This is an optimization exercise on Yosys and OpenROAD, whose aim is small area and a short achievable clock period, not a production implementation.
Only simulation tests tie the RTL to the original design; equivalence was not proved.

==> inputs of trial 8 <==
Design mac_top, start of the top module:
module mac_top (
	input  logic                        clk,
	input  logic                        reset,
	input  logic                        i_start,
	input  logic                        i_valid,
	input  mac_pkg::pixel_t             i_pixel,
	input  mac_pkg::weight_word_t       i_weights,
	input  logic                        i_last,
	output logic                        o_busy,
	output logic                        o_valid,
	output mac_pkg::neuron_idx_t        o_index,
	output logic signed [mac_pkg::ACC_W-1:0] o_value,
	output logic                        o_done
);
clock: 8.0 ns
lec_check: 0
cap_margin: 20
core_margin: 2
core_utilization: 45
slew_margin: 20
run.sh (not shown) runs the stock make flow with config.mk's settings and CLKGATE_MAP_FILE= SYNTH_SCRIPT=/design/flow/synth_recipe.tcl, a recipe that flattens the netlist after the stock synthesis.
==> trial 35: changes against trial 8 <==
Settings changed: ABC_CLOCK_PERIOD_IN_PS from default to 3400, SETUP_SLACK_MARGIN from default to 4.6.
==> trial 54: changes against trial 8 <==
--- a/flow/design.v
+++ b/flow/design.v
@@ -25,28 +25,33 @@
 	input  mac_pkg::pixel_t       i_pixel,
 	input  mac_pkg::weight_word_t i_weights,
 	input  logic                  i_last,
 	output logic                  o_busy,
 	output logic                  o_op_valid,
 	output logic [7:0]            o_one,         
 	output logic [7:0]            o_two,
 	output logic [7:0]            o_neg,
+	output logic [7:0]            o_one_n,       
+	output logic [7:0]            o_two_n,
+	output logic [7:0]            o_negz,
 	output mac_pkg::weight_word_t o_weights,
-	output logic                  o_first,       
+	output logic                  o_mask,        
+	output logic                  o_clr,         
 	output logic                  o_dump,        
 	output logic [6:0]            o_dcnt         
 );
 	logic                run;
 	mac_pkg::hid_addr_t  addr;            
 	logic                first;           
 	logic                accept;
 	logic                fin;
 	assign accept = i_valid && run;
 	assign fin    = accept && (addr == 4'd15) && i_last;
+	assign o_clr  = i_start && !o_busy;
 	always_ff @(posedge clk) begin
 		if (reset) begin
 			run        <= 1'b0;
 			o_dump     <= 1'b0;
 			o_busy     <= 1'b0;
 			o_op_valid <= 1'b0;
 		end else begin
 			o_op_valid <= accept;
@@ -84,40 +89,52 @@
 		assign one[i] = pb[2*i+1] ^ pb[2*i];
 		assign two[i] = (pb[2*i+2] & ~pb[2*i+1] & ~pb[2*i]) | (~pb[2*i+2] & pb[2*i+1] & pb[2*i]);
 		assign neg[i] = pb[2*i+2];
 	end
 	always_ff @(posedge clk) begin
 		o_one     <= accept ? one : '0;
 		o_two     <= accept ? two : '0;
 		o_neg     <= accept ? neg : '0;
+		o_one_n   <= accept ? ~one : '1;
+		o_two_n   <= accept ? ~two : '1;
+		o_negz    <= accept ? (neg & (one | two)) : '0;
 		o_weights <= i_weights;
-		o_first   <= accept && first;
+		o_mask    <= accept && first && (addr != 4'd15);
 	end
 endmodule
 `default_nettype wire
 `timescale 1ns/1ps
 `default_nettype none
 module mac_lane_array (
 	input  logic                  clk,
 	input  logic [7:0]            i_one,      
 	input  logic [7:0]            i_two,      
 	input  logic [7:0]            i_neg,      
+	input  logic [7:0]            i_one_n,    
+	input  logic [7:0]            i_two_n,    
+	input  logic [7:0]            i_negz,
 	input  mac_pkg::weight_word_t i_weights,
 	output mac_pkg::acc_word_t    o_sum,
 	output mac_pkg::acc_word_t    o_carry
 );
 	for (genvar l = 0; l < mac_pkg::LANES; l++) begin : g_lane
 		logic [15:0] a;
 		logic [7:0]  one, two, neg;
 		logic [31:0] srow, crow;
 		assign a   = i_weights[l*16 +: 16];
-		assign one = i_one;
-		assign two = i_two;
-		assign neg = i_neg;
+		if (l < 2) begin : g_pos
+			assign one = i_one;
+			assign two = i_two;
+			assign neg = i_neg;
+		end else begin : g_inv
+			assign one = ~i_one_n;
+			assign two = ~i_two_n;
+			assign neg = i_negz;
+		end
 		logic k138, k140, k142, k144, k146, k148, k150, k152, k154, k156, k158, k160, k162, k164, k166, k168, k170, k172, k174, k176, k178, k180, k182, k184, k186, k188, k190, k192, k194, k196, k198, k200, k202, k204, k206, k208, k210, k212, k214, k216, k218, k220, k222, k224, k226, k228, k230, k232, k234, k236, k238, k240, k242, k244, k246, k248, k250, k252, k254, k256, k258, k260, k262, k264, k266, k268, k270, k272, k274, k276, k278, k280, k282, k284, k286, k288, k290, k292, k294, k296, k298, k300, k302, k304, k306, k308, k310, k312, k314, k316, k318, k320, k322, k324, k326, k328, k330, k332, k334, k336, k338, k340, k342, k344, k346, k348, k350, k352, k354, k356, k358, k360, p1, p2, p3, p4, p5, p6, p7, p8, p9, p10, p11, p12, p13, p14, p15, p16, p17, p18, p19, p20, p21, p22, p23, p24, p25, p26, p27, p28, p29, p30, p31, p32, p33, p34, p35, p36, p37, p38, p39, p40, p41, p42, p43, p44, p45, p46, p47, p48, p49, p50, p51, p52, p53, p54, p55, p56, p57, p58, p59, p60, p61, p62, p63, p64, p65, p66, p67, p68, p69, p70, p71, p72, p73, p74, p75, p76, p77, p78, p79, p80, p81, p82, p83, p84, p85, p86, p87, p88, p89, p90, p91, p92, p93, p94, p95, p96, p97, p98, p99, p100, p101, p102, p103, p104, p105, p106, p107, p108, p109, p110, p111, p112, p113, p114, p115, p116, p117, p118, p119, p120, p121, p122, p123, p124, p125, p126, p127, p128, p129, p130, p131, p132, p133, p134, p135, p136, s137, s139, s141, s143, s145, s147, s149, s151, s153, s155, s157, s159, s161, s163, s165, s167, s169, s171, s173, s175, s177, s179, s181, s183, s185, s187, s189, s191, s193, s195, s197, s199, s201, s203, s205, s207, s209, s211, s213, s215, s217, s219, s221, s223, s225, s227, s229, s231, s233, s235, s237, s239, s241, s243, s245, s247, s249, s251, s253, s255, s257, s259, s261, s263, s265, s267, s269, s271, s273, s275, s277, s279, s281, s283, s285, s287, s289, s291, s293, s295, s297, s299, s301, s303, s305, s307, s309, s311, s313, s315, s317, s319, s321, s323, s325, s327, s329, s331, s333, s335, s337, s339, s341, s343, s345, s347, s349, s351, s353, s355, s357, s359;
 		assign p1 = (one[0] & a[0]) ^ neg[0];
 		assign p2 = ((one[0] & a[1]) | (two[0] & a[0])) ^ neg[0];
 		assign p3 = ((one[0] & a[2]) | (two[0] & a[1])) ^ neg[0];
 		assign p4 = ((one[0] & a[3]) | (two[0] & a[2])) ^ neg[0];
 		assign p5 = ((one[0] & a[4]) | (two[0] & a[3])) ^ neg[0];
 		assign p6 = ((one[0] & a[5]) | (two[0] & a[4])) ^ neg[0];
 		assign p7 = ((one[0] & a[6]) | (two[0] & a[5])) ^ neg[0];
@@ -483,57 +500,72 @@
 	end
 endmodule
 `default_nettype wire
 `timescale 1ns/1ps
 `default_nettype none
 module hidden_ram (
 	input  logic               clk,
 	input  logic               i_shift,
-	input  logic               i_first,     
+	input  logic               i_mask,      
+	input  logic               i_clr,       
 	input  mac_pkg::acc_word_t i_psum,      
 	input  mac_pkg::acc_word_t i_pcarry,    
 	output mac_pkg::acc_word_t o_head
 );
 	localparam int W = mac_pkg::LANES * mac_pkg::ACC_W;
 	logic [mac_pkg::HID_DEPTH*W-1:0] ring;    
-	mac_pkg::acc_word_t              sum;
+	mac_pkg::acc_word_t              sum;      
+	logic [mac_pkg::LANES-1:0]       sum_c;    
+	logic [mac_pkg::LANES-1:0]       tail_c;   
+	mac_pkg::acc_word_t              tail;     
 	assign o_head = ring[W-1:0];
 	for (genvar l = 0; l < mac_pkg::LANES; l++) begin : g_lane
-		logic [31:0] acc, s, c, x, y;
-		assign acc = i_first ? 32'd0 : o_head[l*32 +: 32];
+		logic [31:0] acc, s, c, x, y, t;
+		assign acc = o_head[l*32 +: 32];
 		assign s   = i_psum[l*32 +: 32];
 		assign c   = i_pcarry[l*32 +: 32];
 		assign x   = acc ^ s ^ c;
 		assign y   = {(acc[30:0] & s[30:0]) | (acc[30:0] & c[30:0]) | (s[30:0] & c[30:0]), 1'b0};
-		assign sum[l*32 +: 32] = x + y;
+		assign {sum_c[l], sum[l*32 +: 16]} = {1'b0, x[15:0]} + {1'b0, y[15:0]};
+		assign sum[l*32+16 +: 16] = x[31:16] + y[31:16];
+		assign t = ring[(mac_pkg::HID_DEPTH-1)*W + l*32 +: 32];
+		assign tail[l*32 +: 32] = {t[31:16] + {15'd0, tail_c[l]}, t[15:0]};
+	end
+	always_ff @(posedge clk) begin
+		if (i_shift) begin
+			ring[mac_pkg::HID_DEPTH*W-1:W] <= {sum, tail, ring[(mac_pkg::HID_DEPTH-1)*W-1:2*W]};
+			tail_c <= sum_c;
+		end
 	end
 	always_ff @(posedge clk) begin
-		if (i_shift)
-			ring <= {sum, ring[mac_pkg::HID_DEPTH*W-1:W]};
+		if (i_clr)
+			ring[W-1:0] <= '0;
+		else if (i_shift)
+			ring[W-1:0] <= i_mask ? '0 : ring[2*W-1:W];
 	end
 endmodule
 `default_nettype wire
 `timescale 1ns/1ps
 `default_nettype none
 module result_reader (
 	input  logic                        clk,
 	input  logic                        reset,
 	input  logic                        i_dump,
 	input  logic [6:0]                  i_dcnt,
 	input  mac_pkg::acc_word_t          i_head,
-	output logic                        o_rotate,
+	output logic                        o_rotate_next,   
 	output logic                        o_valid,
 	output mac_pkg::neuron_idx_t        o_index,
 	output logic signed [mac_pkg::ACC_W-1:0] o_value,
 	output logic                        o_done
 );
 	logic [6:0] k;
 	assign k = i_dcnt - 7'd3;
-	assign o_rotate = i_dump && (k[1:0] == 2'd3) && (i_dcnt >= 7'd6);
+	assign o_rotate_next = i_dump && (i_dcnt[1:0] == 2'd1) && (i_dcnt >= 7'd5) && (i_dcnt <= 7'd65);
 	always_ff @(posedge clk) begin
 		if (reset) begin
 			o_valid <= 1'b0;
 			o_done  <= 1'b0;
 		end else begin
 			o_valid <= i_dump && (i_dcnt >= 7'd3) && (i_dcnt <= 7'd66);
 			o_done  <= i_dump && (i_dcnt == 7'd66);
 		end
@@ -557,73 +589,83 @@
 	output logic                        o_busy,
 	output logic                        o_valid,
 	output mac_pkg::neuron_idx_t        o_index,
 	output logic signed [mac_pkg::ACC_W-1:0] o_value,
 	output logic                        o_done
 );
 	logic                  op_valid;
 	logic [7:0]            op_one, op_two, op_neg;
+	logic [7:0]            op_one_n, op_two_n, op_negz;
 	mac_pkg::weight_word_t op_weights;
-	logic                  op_first;
+	logic                  op_mask;
+	logic                  clr;
 	logic                  dump;
 	logic [6:0]            dcnt;
 	mac_pkg::acc_word_t    psum, pcarry;
-	logic                  pr_valid;
-	logic                  pr_first;
+	logic                  shift;
+	logic                  pr_mask;
 	mac_pkg::acc_word_t    head;
-	logic                  rotate;
+	logic                  rotate_next;
 	input_sequencer seq_i (
 		.clk        (clk),
 		.reset      (reset),
 		.i_start    (i_start),
 		.i_valid    (i_valid),
 		.i_pixel    (i_pixel),
 		.i_weights  (i_weights),
 		.i_last     (i_last),
 		.o_busy     (o_busy),
 		.o_op_valid (op_valid),
 		.o_one      (op_one),
 		.o_two      (op_two),
 		.o_neg      (op_neg),
+		.o_one_n    (op_one_n),
+		.o_two_n    (op_two_n),
+		.o_negz     (op_negz),
 		.o_weights  (op_weights),
-		.o_first    (op_first),
+		.o_mask     (op_mask),
+		.o_clr      (clr),
 		.o_dump     (dump),
 		.o_dcnt     (dcnt)
 	);
 	mac_lane_array mac_i (
 		.clk       (clk),
 		.i_one     (op_one),
 		.i_two     (op_two),
 		.i_neg     (op_neg),
+		.i_one_n   (op_one_n),
+		.i_two_n   (op_two_n),
+		.i_negz    (op_negz),
 		.i_weights (op_weights),
 		.o_sum     (psum),
 		.o_carry   (pcarry)
 	);
 	always_ff @(posedge clk) begin
 		if (reset)
-			pr_valid <= 1'b0;
+			shift <= 1'b0;
 		else
-			pr_valid <= op_valid;
-		pr_first <= op_first;
+			shift <= op_valid || rotate_next;
+		pr_mask <= op_mask;
 	end
 	hidden_ram ram_i (
 		.clk     (clk),
-		.i_shift (pr_valid || rotate),
-		.i_first (pr_first),
+		.i_shift  (shift),
+		.i_mask   (pr_mask),
+		.i_clr    (clr),
 		.i_psum   (psum),
 		.i_pcarry (pcarry),
 		.o_head  (head)
 	);
 	result_reader rd_i (
 		.clk      (clk),
 		.reset    (reset),
 		.i_dump   (dump),
 		.i_dcnt   (dcnt),
 		.i_head   (head),
-		.o_rotate (rotate),
+		.o_rotate_next (rotate_next),
 		.o_valid  (o_valid),
 		.o_index  (o_index),
 		.o_value  (o_value),
 		.o_done   (o_done)
 	);
 endmodule
 `default_nettype wire
Settings changed: ABC_CLOCK_PERIOD_IN_PS from default to 3200, CORE_UTILIZATION 45 to 65, CTS_CLUSTER_DIAMETER from default to 100, CTS_CLUSTER_SIZE from default to 24, SETUP_SLACK_MARGIN from default to 4.8.
==> qor summary <==
Run status: trial 8 no timing/DRC/antenna violations; trial 35 no timing/DRC/antenna violations; trial 54 no timing/DRC/antenna violations
Worst reg2reg path startpoint: trial 8 pr_first; trial 35 pr_first; trial 54 seq_i.o_weights[57]
Number of distinct library cells after synthesis: trial 8 77; trial 35 77; trial 54 70
Fraction of post-synthesis cell area in the top cell type by area: trial 8 0.6115; trial 35 0.6115; trial 54 0.5812
Setup repair after global routing missed its margin: trial 8 false; trial 35 true; trial 54 true
Post-synthesis xor/xnor area fraction: trial 8 0.05904; trial 35 0.05904; trial 54 0.06317
Routed vias/inst: trial 8 5.226; trial 35 5.358; trial 54 5.936
Net Count, Synth: trial 8 7039; trial 35 7039; trial 54 6966
Origin of the worst setup path: trial 8 pr_first; trial 35 pr_first; trial 54 seq_i.o_weights[57]
Iteration-0 DRC Markers: trial 8 5057; trial 35 6123; trial 54 5453
Core Rows: trial 8 173; trial 35 173; trial 54 143
Met3 layer wire length in the routed design: trial 8 15970 um; trial 35 22460 um; trial 54 17100 um
Area of combinational cells with multiple inputs: trial 8 0.02704 mm^2; trial 35 0.02994 mm^2; trial 54 0.02880 mm^2

* * *

==> job 4182 <==
mac_top, a different RTL version from the one above (not shown whole).
## mac_top
module mac_top (
	input  logic                        clk,
	input  logic                        reset,
	input  logic                        i_start,
	input  logic                        i_valid,
	input  mac_pkg::pixel_t             i_pixel,
	input  mac_pkg::weight_word_t       i_weights,
	input  logic                        i_last,
	output logic                        o_busy,
	output logic                        o_valid,
	output mac_pkg::neuron_idx_t        o_index,
	output logic signed [mac_pkg::ACC_W-1:0] o_value,
	output logic                        o_done
);
==> module input_sequencer, before the edit <==
module input_sequencer (
	input  logic                  clk,
	input  logic                  reset,
	input  logic                  i_start,       
	input  logic                  i_valid,       
	input  mac_pkg::pixel_t       i_pixel,
	input  mac_pkg::weight_word_t i_weights,
	input  logic                  i_last,
	output logic                  o_busy,
	output logic                  o_op_valid,
	output logic [7:0]            o_one,         
	output logic [7:0]            o_two,
	output logic [7:0]            o_neg,
	output logic [7:0]            o_one_n,       
	output logic [7:0]            o_two_n,
	output logic [7:0]            o_negz,
	output mac_pkg::weight_word_t o_weights,
	output logic                  o_mask,        
	output logic                  o_clr,         
	output logic                  o_dump,        
	output logic [6:0]            o_dcnt         
);
	logic                run;
	logic                idle;            
	mac_pkg::hid_addr_t  addr;            
	logic                first;           
	logic                accept;
	logic                fin;
	assign accept = i_valid && run;
	assign fin    = accept && (addr == 4'd15) && i_last;
	assign o_clr  = i_start && idle;
	always_ff @(posedge clk) begin
		if (reset) begin
			run        <= 1'b0;
			o_dump     <= 1'b0;
			o_busy     <= 1'b0;
			idle       <= 1'b1;
			o_op_valid <= 1'b0;
		end else begin
			o_op_valid <= accept;
			if (idle) begin
				if (i_start) begin
					run    <= 1'b1;
					o_busy <= 1'b1;
					idle   <= 1'b0;
				end
			end
			if (fin) begin
				run    <= 1'b0;
				o_dump <= 1'b1;
			end
			if (o_dump && o_dcnt == 7'd67) begin
				o_dump <= 1'b0;
				o_busy <= 1'b0;
				idle   <= 1'b1;
			end
		end
	end
	always_ff @(posedge clk) begin
		if (idle) begin
			addr  <= '0;
			first <= 1'b1;
		end else if (accept) begin
			addr <= addr + 1'b1;    
			if (addr == 4'd15)
				first <= 1'b0;
		end
		o_dcnt <= o_dump ? o_dcnt + 1'b1 : 7'd0;
	end
	logic [16:0] pb;
	logic [7:0]  one, two, neg;
	assign pb = {i_pixel, 1'b0};
	for (genvar i = 0; i < 8; i++) begin : g_enc
		assign one[i] = pb[2*i+1] ^ pb[2*i];
		assign two[i] = (pb[2*i+2] & ~pb[2*i+1] & ~pb[2*i]) | (~pb[2*i+2] & pb[2*i+1] & pb[2*i]);
		assign neg[i] = pb[2*i+2];
	end
	always_ff @(posedge clk) begin
		o_one     <= accept ? one : '0;
		o_two     <= accept ? two : '0;
		o_neg     <= accept ? neg : '0;
		o_one_n   <= accept ? ~one : '1;
		o_two_n   <= accept ? ~two : '1;
		o_negz    <= accept ? (neg & (one | two)) : '0;
		o_weights <= i_weights;
		o_mask    <= accept && first && (addr != 4'd15);
	end
endmodule
make LEC_CHECK=0 CAP_MARGIN=20 CORE_MARGIN=2 CORE_UTILIZATION=65 CTS_CLUSTER_DIAMETER=100 CTS_CLUSTER_SIZE=24 SETUP_SLACK_MARGIN=5.0 SLEW_MARGIN=20 finish   # period 8.0 ns
==> job 4545: changes against job 4182 <==
--- a/flow/design.v
+++ b/flow/design.v
@@ -30,29 +30,29 @@
 	output logic [7:0]            o_one,         
 	output logic [7:0]            o_two,
 	output logic [7:0]            o_neg,
 	output logic [7:0]            o_one_n,       
 	output logic [7:0]            o_two_n,
 	output logic [7:0]            o_negz,
 	output mac_pkg::weight_word_t o_weights,
 	output logic                  o_mask,        
-	output logic                  o_clr,         
+	output logic                  o_start,       
 	output logic                  o_dump,        
 	output logic [6:0]            o_dcnt         
 );
 	logic                run;
 	logic                idle;            
 	mac_pkg::hid_addr_t  addr;            
 	logic                first;           
 	logic                accept;
 	logic                fin;
 	assign accept = i_valid && run;
 	assign fin    = accept && (addr == 4'd15) && i_last;
-	assign o_clr  = i_start && idle;
+	assign o_start = i_start && idle;
 	always_ff @(posedge clk) begin
 		if (reset) begin
 			run        <= 1'b0;
 			o_dump     <= 1'b0;
 			o_busy     <= 1'b0;
 			idle       <= 1'b1;
 			o_op_valid <= 1'b0;
 		end else begin
@@ -90,22 +90,22 @@
 	logic [7:0]  one, two, neg;
 	assign pb = {i_pixel, 1'b0};
 	for (genvar i = 0; i < 8; i++) begin : g_enc
 		assign one[i] = pb[2*i+1] ^ pb[2*i];
 		assign two[i] = (pb[2*i+2] & ~pb[2*i+1] & ~pb[2*i]) | (~pb[2*i+2] & pb[2*i+1] & pb[2*i]);
 		assign neg[i] = pb[2*i+2];
 	end
 	always_ff @(posedge clk) begin
-		o_one     <= accept ? one : '0;
-		o_two     <= accept ? two : '0;
-		o_neg     <= accept ? neg : '0;
-		o_one_n   <= accept ? ~one : '1;
-		o_two_n   <= accept ? ~two : '1;
-		o_negz    <= accept ? (neg & (one | two)) : '0;
+		o_one     <= one;
+		o_two     <= two;
+		o_neg     <= neg;
+		o_one_n   <= ~one;
+		o_two_n   <= ~two;
+		o_negz    <= neg & (one | two);
 		o_weights <= i_weights;
 		o_mask    <= accept && first && (addr != 4'd15);
 	end
 endmodule
 `default_nettype wire
 `timescale 1ns/1ps
 `default_nettype none
 module mac_lane_array (
@@ -451,60 +451,63 @@
 	end
 endmodule
 `default_nettype wire
 `timescale 1ns/1ps
 `default_nettype none
 module hidden_ram (
 	input  logic               clk,
 	input  logic               i_shift,
-	input  logic               i_mask,      
-	input  logic               i_clr,       
+	input  logic               i_head_load,  
+	input  logic               i_head_keep,  
 	input  mac_pkg::acc_word_t i_row0,      
 	input  mac_pkg::acc_word_t i_row1,
 	input  mac_pkg::acc_word_t i_row2,
 	output mac_pkg::acc_word_t o_head
 );
 	localparam int W = mac_pkg::LANES * mac_pkg::ACC_W;
 	logic [mac_pkg::HID_DEPTH*W-1:0] ring;    
 	mac_pkg::acc_word_t              sum;      
-	logic [3*mac_pkg::LANES-1:0]     sum_c;    
-	logic [3*mac_pkg::LANES-1:0]     tail_c;   
+	localparam int CH = 4;                     
+	localparam int NC = 32 / CH;               
+	logic [(NC-1)*mac_pkg::LANES-1:0] sum_c;   
+	logic [(NC-1)*mac_pkg::LANES-1:0] tail_c;  
 	mac_pkg::acc_word_t              tail;     
 	assign o_head = ring[W-1:0];
 	for (genvar l = 0; l < mac_pkg::LANES; l++) begin : g_lane
 		logic [31:0] acc, r0, r1, r2, x1, y1, x, y, t, tc;
-		logic        c3;
 		assign acc = o_head[l*32 +: 32];
 		assign r0  = i_row0[l*32 +: 32];
 		assign r1  = i_row1[l*32 +: 32];
 		assign r2  = i_row2[l*32 +: 32];
 		assign x1  = acc ^ r0 ^ r1;
 		assign y1  = {(acc[30:0] & r0[30:0]) | (acc[30:0] & r1[30:0]) | (r0[30:0] & r1[30:0]), 1'b0};
 		assign x   = x1 ^ y1 ^ r2;
 		assign y   = {(x1[30:0] & y1[30:0]) | (x1[30:0] & r2[30:0]) | (y1[30:0] & r2[30:0]), 1'b0};
-		assign {sum_c[3*l],   sum[l*32    +: 8]} = {1'b0, x[ 7: 0]} + {1'b0, y[ 7: 0]};
-		assign {sum_c[3*l+1], sum[l*32+8  +: 8]} = {1'b0, x[15: 8]} + {1'b0, y[15: 8]};
-		assign {sum_c[3*l+2], sum[l*32+16 +: 8]} = {1'b0, x[23:16]} + {1'b0, y[23:16]};
-		assign {c3,           sum[l*32+24 +: 8]} = {1'b0, x[31:24]} + {1'b0, y[31:24]};
+		for (genvar k = 0; k < NC; k++) begin : g_chunk
+			if (k < NC - 1) begin : g_c
+				assign {sum_c[(NC-1)*l+k], sum[l*32+k*CH +: CH]} = {1'b0, x[k*CH +: CH]} + {1'b0, y[k*CH +: CH]};
+				assign tc[(k+1)*CH +: CH] = {{(CH-1){1'b0}}, tail_c[(NC-1)*l+k]};
+			end else begin : g_top
+				assign sum[l*32+k*CH +: CH] = x[k*CH +: CH] + y[k*CH +: CH];
+			end
+		end
+		assign tc[CH-1:0] = '0;
 		assign t  = ring[(mac_pkg::HID_DEPTH-1)*W + l*32 +: 32];
-		assign tc = {7'd0, tail_c[3*l+2], 7'd0, tail_c[3*l+1], 7'd0, tail_c[3*l], 8'd0};
 		assign tail[l*32 +: 32] = t + tc;
 	end
 	always_ff @(posedge clk) begin
 		if (i_shift) begin
 			ring[mac_pkg::HID_DEPTH*W-1:W] <= {sum, tail, ring[(mac_pkg::HID_DEPTH-1)*W-1:2*W]};
 			tail_c <= sum_c;
 		end
 	end
 	always_ff @(posedge clk) begin
-		if (i_clr)
-			ring[W-1:0] <= '0;
-		else if (i_shift)
-			ring[W-1:0] <= i_mask ? '0 : ring[2*W-1:W];
+		if (i_head_load)
+			ring[W-1:0] <= ring[2*W-1:W] & {W{i_head_keep}};
 	end
 endmodule
 `default_nettype wire
 `timescale 1ns/1ps
 `default_nettype none
 module result_reader (
 	input  logic                        clk,
 	input  logic                        reset,
@@ -513,30 +516,34 @@
 	input  mac_pkg::acc_word_t          i_head,
 	output logic                        o_rotate_next,   
 	output logic                        o_valid,
 	output mac_pkg::neuron_idx_t        o_index,
 	output logic signed [mac_pkg::ACC_W-1:0] o_value,
 	output logic                        o_done
 );
 	logic [6:0] k;
-	assign k = i_dcnt - 7'd3;
-	assign o_rotate_next = i_dump && (i_dcnt[1:0] == 2'd1) && (i_dcnt >= 7'd5) && (i_dcnt <= 7'd65);
+	logic [1:0] lane;
+	logic signed [mac_pkg::ACC_W-1:0] stage;
+	assign k    = i_dcnt - 7'd3;
+	assign lane = i_dcnt[1:0] - 2'd2;    
+	assign o_rotate_next = i_dump && (i_dcnt[1:0] == 2'd0) && (i_dcnt >= 7'd4) && (i_dcnt <= 7'd64);
 	always_ff @(posedge clk) begin
 		if (reset) begin
 			o_valid <= 1'b0;
 			o_done  <= 1'b0;
 		end else begin
 			o_valid <= i_dump && (i_dcnt >= 7'd3) && (i_dcnt <= 7'd66);
 			o_done  <= i_dump && (i_dcnt == 7'd66);
 		end
 	end
 	always_ff @(posedge clk) begin
 		o_index <= k[5:0];
-		o_value <= i_head[k[1:0]*mac_pkg::ACC_W +: mac_pkg::ACC_W];
+		stage   <= i_head[lane*mac_pkg::ACC_W +: mac_pkg::ACC_W];
+		o_value <= stage;
 	end
 endmodule
 `default_nettype wire
 `timescale 1ns/1ps
 `default_nettype none
 module mac_top (
 	input  logic                        clk,
 	input  logic                        reset,
@@ -551,22 +558,23 @@
 	output logic signed [mac_pkg::ACC_W-1:0] o_value,
 	output logic                        o_done
 );
 	logic                  op_valid;
 	logic [7:0]            op_one, op_two, op_neg;
 	logic [7:0]            op_one_n, op_two_n, op_negz;
 	mac_pkg::weight_word_t op_weights;
 	logic                  op_mask;
-	logic                  clr;
+	logic                  start;
+	logic                  head_load;
+	logic                  head_keep;
 	logic                  dump;
 	logic [6:0]            dcnt;
 	mac_pkg::acc_word_t    prow0, prow1, prow2;
 	logic                  shift;
-	logic                  pr_mask;
 	mac_pkg::acc_word_t    head;
 	logic                  rotate_next;
 	input_sequencer seq_i (
 		.clk        (clk),
 		.reset      (reset),
 		.i_start    (i_start),
 		.i_valid    (i_valid),
 		.i_pixel    (i_pixel),
@@ -577,17 +585,17 @@
 		.o_one      (op_one),
 		.o_two      (op_two),
 		.o_neg      (op_neg),
 		.o_one_n    (op_one_n),
 		.o_two_n    (op_two_n),
 		.o_negz     (op_negz),
 		.o_weights  (op_weights),
 		.o_mask     (op_mask),
-		.o_clr      (clr),
+		.o_start    (start),
 		.o_dump     (dump),
 		.o_dcnt     (dcnt)
 	);
 	mac_lane_array mac_i (
 		.clk       (clk),
 		.i_one     (op_one),
 		.i_two     (op_two),
 		.i_neg     (op_neg),
@@ -595,27 +603,30 @@
 		.i_two_n   (op_two_n),
 		.i_negz    (op_negz),
 		.i_weights (op_weights),
 		.o_row0    (prow0),
 		.o_row1    (prow1),
 		.o_row2    (prow2)
 	);
 	always_ff @(posedge clk) begin
-		if (reset)
-			shift <= 1'b0;
-		else
-			shift <= op_valid || rotate_next;
-		pr_mask <= op_mask;
+		if (reset) begin
+			shift     <= 1'b0;
+			head_load <= 1'b0;
+		end else begin
+			shift     <= op_valid || rotate_next;
+			head_load <= op_valid || rotate_next || start;
+		end
+		head_keep <= !(op_mask || start);
 	end
 	hidden_ram ram_i (
 		.clk     (clk),
 		.i_shift  (shift),
-		.i_mask   (pr_mask),
-		.i_clr    (clr),
+		.i_head_load (head_load),
+		.i_head_keep (head_keep),
 		.i_row0   (prow0),
 		.i_row1   (prow1),
 		.i_row2   (prow2),
 		.o_head  (head)
 	);
 	result_reader rd_i (
 		.clk      (clk),
 		.reset    (reset),
==> flow/flow/run.sh (new file) <==
#!/bin/bash
# The standard layout (standard synthesis unchanged), with two settings
# changed on the make command line:
#  - the port buffers are buf_4 cells instead of the delay-cell buffers that
#    buffer_ports picks by default (every port still gets its own buffer);
#  - timing repair aims for 5.3 ns of setup slack at the 8 ns clock.
# The full output of the flow is kept in standard.log; ORFS writes each
# step's log under orfs/logs.
set -o pipefail
bash standard.sh "BUFFER_PORTS_ARGS=-buffer_cell sky130_fd_sc_hd__buf_4" SETUP_SLACK_MARGIN=5.3 finish > standard.log 2>&1
==> flow/standard.sh (new file) <==
#!/bin/bash
# synth_recipe.tcl (not shown) runs the flow's synth.tcl, then flattens the netlist and writes it again
# the make line also repeats each setting of config.mk as NAME=value (left out here)
make -C /OpenROAD-flow-scripts/flow DESIGN_CONFIG=/design/flow/config.mk WORK_HOME=/design/flow/orfs CLKGATE_MAP_FILE= SYNTH_SCRIPT=/design/flow/synth_recipe.tcl "${@:-finish}"
removed: flow/run.sh
==> job 1717: changes against job 4182 <==
--- a/flow/design.v
+++ b/flow/design.v
@@ -42,17 +42,16 @@
 	logic                run;
 	logic                idle;            
 	mac_pkg::hid_addr_t  addr;            
 	logic                first;           
 	logic                accept;
 	logic                fin;
 	assign accept = i_valid && run;
 	assign fin    = accept && (addr == 4'd15) && i_last;
-	assign o_clr  = i_start && idle;
 	always_ff @(posedge clk) begin
 		if (reset) begin
 			run        <= 1'b0;
 			o_dump     <= 1'b0;
 			o_busy     <= 1'b0;
 			idle       <= 1'b1;
 			o_op_valid <= 1'b0;
 		end else begin
@@ -90,22 +89,23 @@
 	logic [7:0]  one, two, neg;
 	assign pb = {i_pixel, 1'b0};
 	for (genvar i = 0; i < 8; i++) begin : g_enc
 		assign one[i] = pb[2*i+1] ^ pb[2*i];
 		assign two[i] = (pb[2*i+2] & ~pb[2*i+1] & ~pb[2*i]) | (~pb[2*i+2] & pb[2*i+1] & pb[2*i]);
 		assign neg[i] = pb[2*i+2];
 	end
 	always_ff @(posedge clk) begin
-		o_one     <= accept ? one : '0;
-		o_two     <= accept ? two : '0;
-		o_neg     <= accept ? neg : '0;
-		o_one_n   <= accept ? ~one : '1;
-		o_two_n   <= accept ? ~two : '1;
-		o_negz    <= accept ? (neg & (one | two)) : '0;
+		o_clr     <= i_start && idle;
+		o_one     <= one;
+		o_two     <= two;
+		o_neg     <= neg;
+		o_one_n   <= ~one;
+		o_two_n   <= ~two;
+		o_negz    <= neg & (one | two);
 		o_weights <= i_weights;
 		o_mask    <= accept && first && (addr != 4'd15);
 	end
 endmodule
 `default_nettype wire
 `timescale 1ns/1ps
 `default_nettype none
 module mac_lane_array (
==> impl_metrics.env <==
export IMPL_status="complete, no violations"
export IMPL_cp_cell_sequence="inv_1 > fa_1 > fa_1 > inv_1 > ha_1 > a21oi_2 > o211ai_1 > or4_1 > o311a_1 > xor2_1"
export IMPL_relSlewSlack_pct=31.8
export IMPL_grt_pass1_vias=50600
export IMPL_chipWidth_microns=402
export IMPL_r2r_end="ram_i.ring[1943]"
export IMPL_dieArea_sq_mm=0.162
export IMPL_synth_mux_area_share_pct=0.816
export IMPL_n_all_inverters=833
export IMPL_r2r_slack_ns=4.99
export IMPL_power_switching_mw=11.0
export IMPL_critical_path_slowest_cell="fa_1"
export IMPL_multi_input_gates=2878
export IMPL_placedInstanceArea_sq_mm=0.106
export IMPL_power_frac_comb_pct=34.4
# the run above: job 1717

==> impl_metrics.env <==
export IMPL_r2r_slack_ns=5.02
export IMPL_relSlewSlack_pct=21.5
export IMPL_chipWidth_microns=403
export IMPL_critical_path_slowest_cell="clkdlybuf4s50_1"
export IMPL_power_frac_comb_pct=16.8
export IMPL_grt_pass1_vias=51800
export IMPL_placedInstanceArea_sq_mm=0.107
export IMPL_power_switching_mw=6.66
export IMPL_r2r_end="ram_i.ring[2031]"
export IMPL_status="complete, no violations"
export IMPL_dieArea_sq_mm=0.162
export IMPL_cp_cell_sequence="clkdlybuf4s50_1 > and2_4 > buf_8 > nor2_1 > nor3_1"
# the run above: job 4182

==> impl_metrics.env <==
export IMPL_status="complete, no violations"
export IMPL_chipWidth_microns=404
export IMPL_multi_input_gates=2621
export IMPL_n_all_inverters=796
export IMPL_cp_cell_sequence="buf_6"
export IMPL_synth_mux_area_share_pct=0.779
export IMPL_grt_pass1_vias=49400
export IMPL_r2r_slack_ns=5.23
export IMPL_r2r_end="mac_i.o_row0[111]"
export IMPL_relSlewSlack_pct=30.0
# the run above: job 4545

==> separate check: timing with driven ports <==
The results above use ideal ports. As a check the final layouts listed here were re-extracted and re-timed, cells and wires unchanged. Step 1 (the two cells are an assumption about what drives the block):
set clk [get_ports {clk}]
set_driving_cell -lib_cell sky130_fd_sc_hd__clkbuf_16 $clk
set_driving_cell -lib_cell sky130_fd_sc_hd__buf_2 [delete_from_list [all_inputs] $clk]
Step 2 adds t to the input delays and takes it off the output delays; t is the mean of the earliest and latest rising clock arrival at the registers after step 1. Input paths then give back, and output paths get back, about the clock's delay inside the block. Slacks: ideal ports / drivers / drivers and shift; pairs: ideal ports / drivers.
run	t (ns)	setup WS [ns]	cell pins on the clock port's net
trial 8	0.942	3.223 / 3.223 / 3.223	1
trial 35	0.946	4.219 / 4.219 / 4.219	1
trial 54	0.845	4.707 / 4.707 / 4.078	1
job 4182	0.845	4.943 / 4.985 / 4.145	1
job 4545	0.869	5.158 / 5.073 / 5.232	1
job 1717	0.859	4.988 / 4.975 / 4.882	1
After both steps every run listed still meets setup and hold. For job 4182, which loses most, drivers alone change the setup slack by +0.042 ns; drivers and shift together by -0.798 ns.
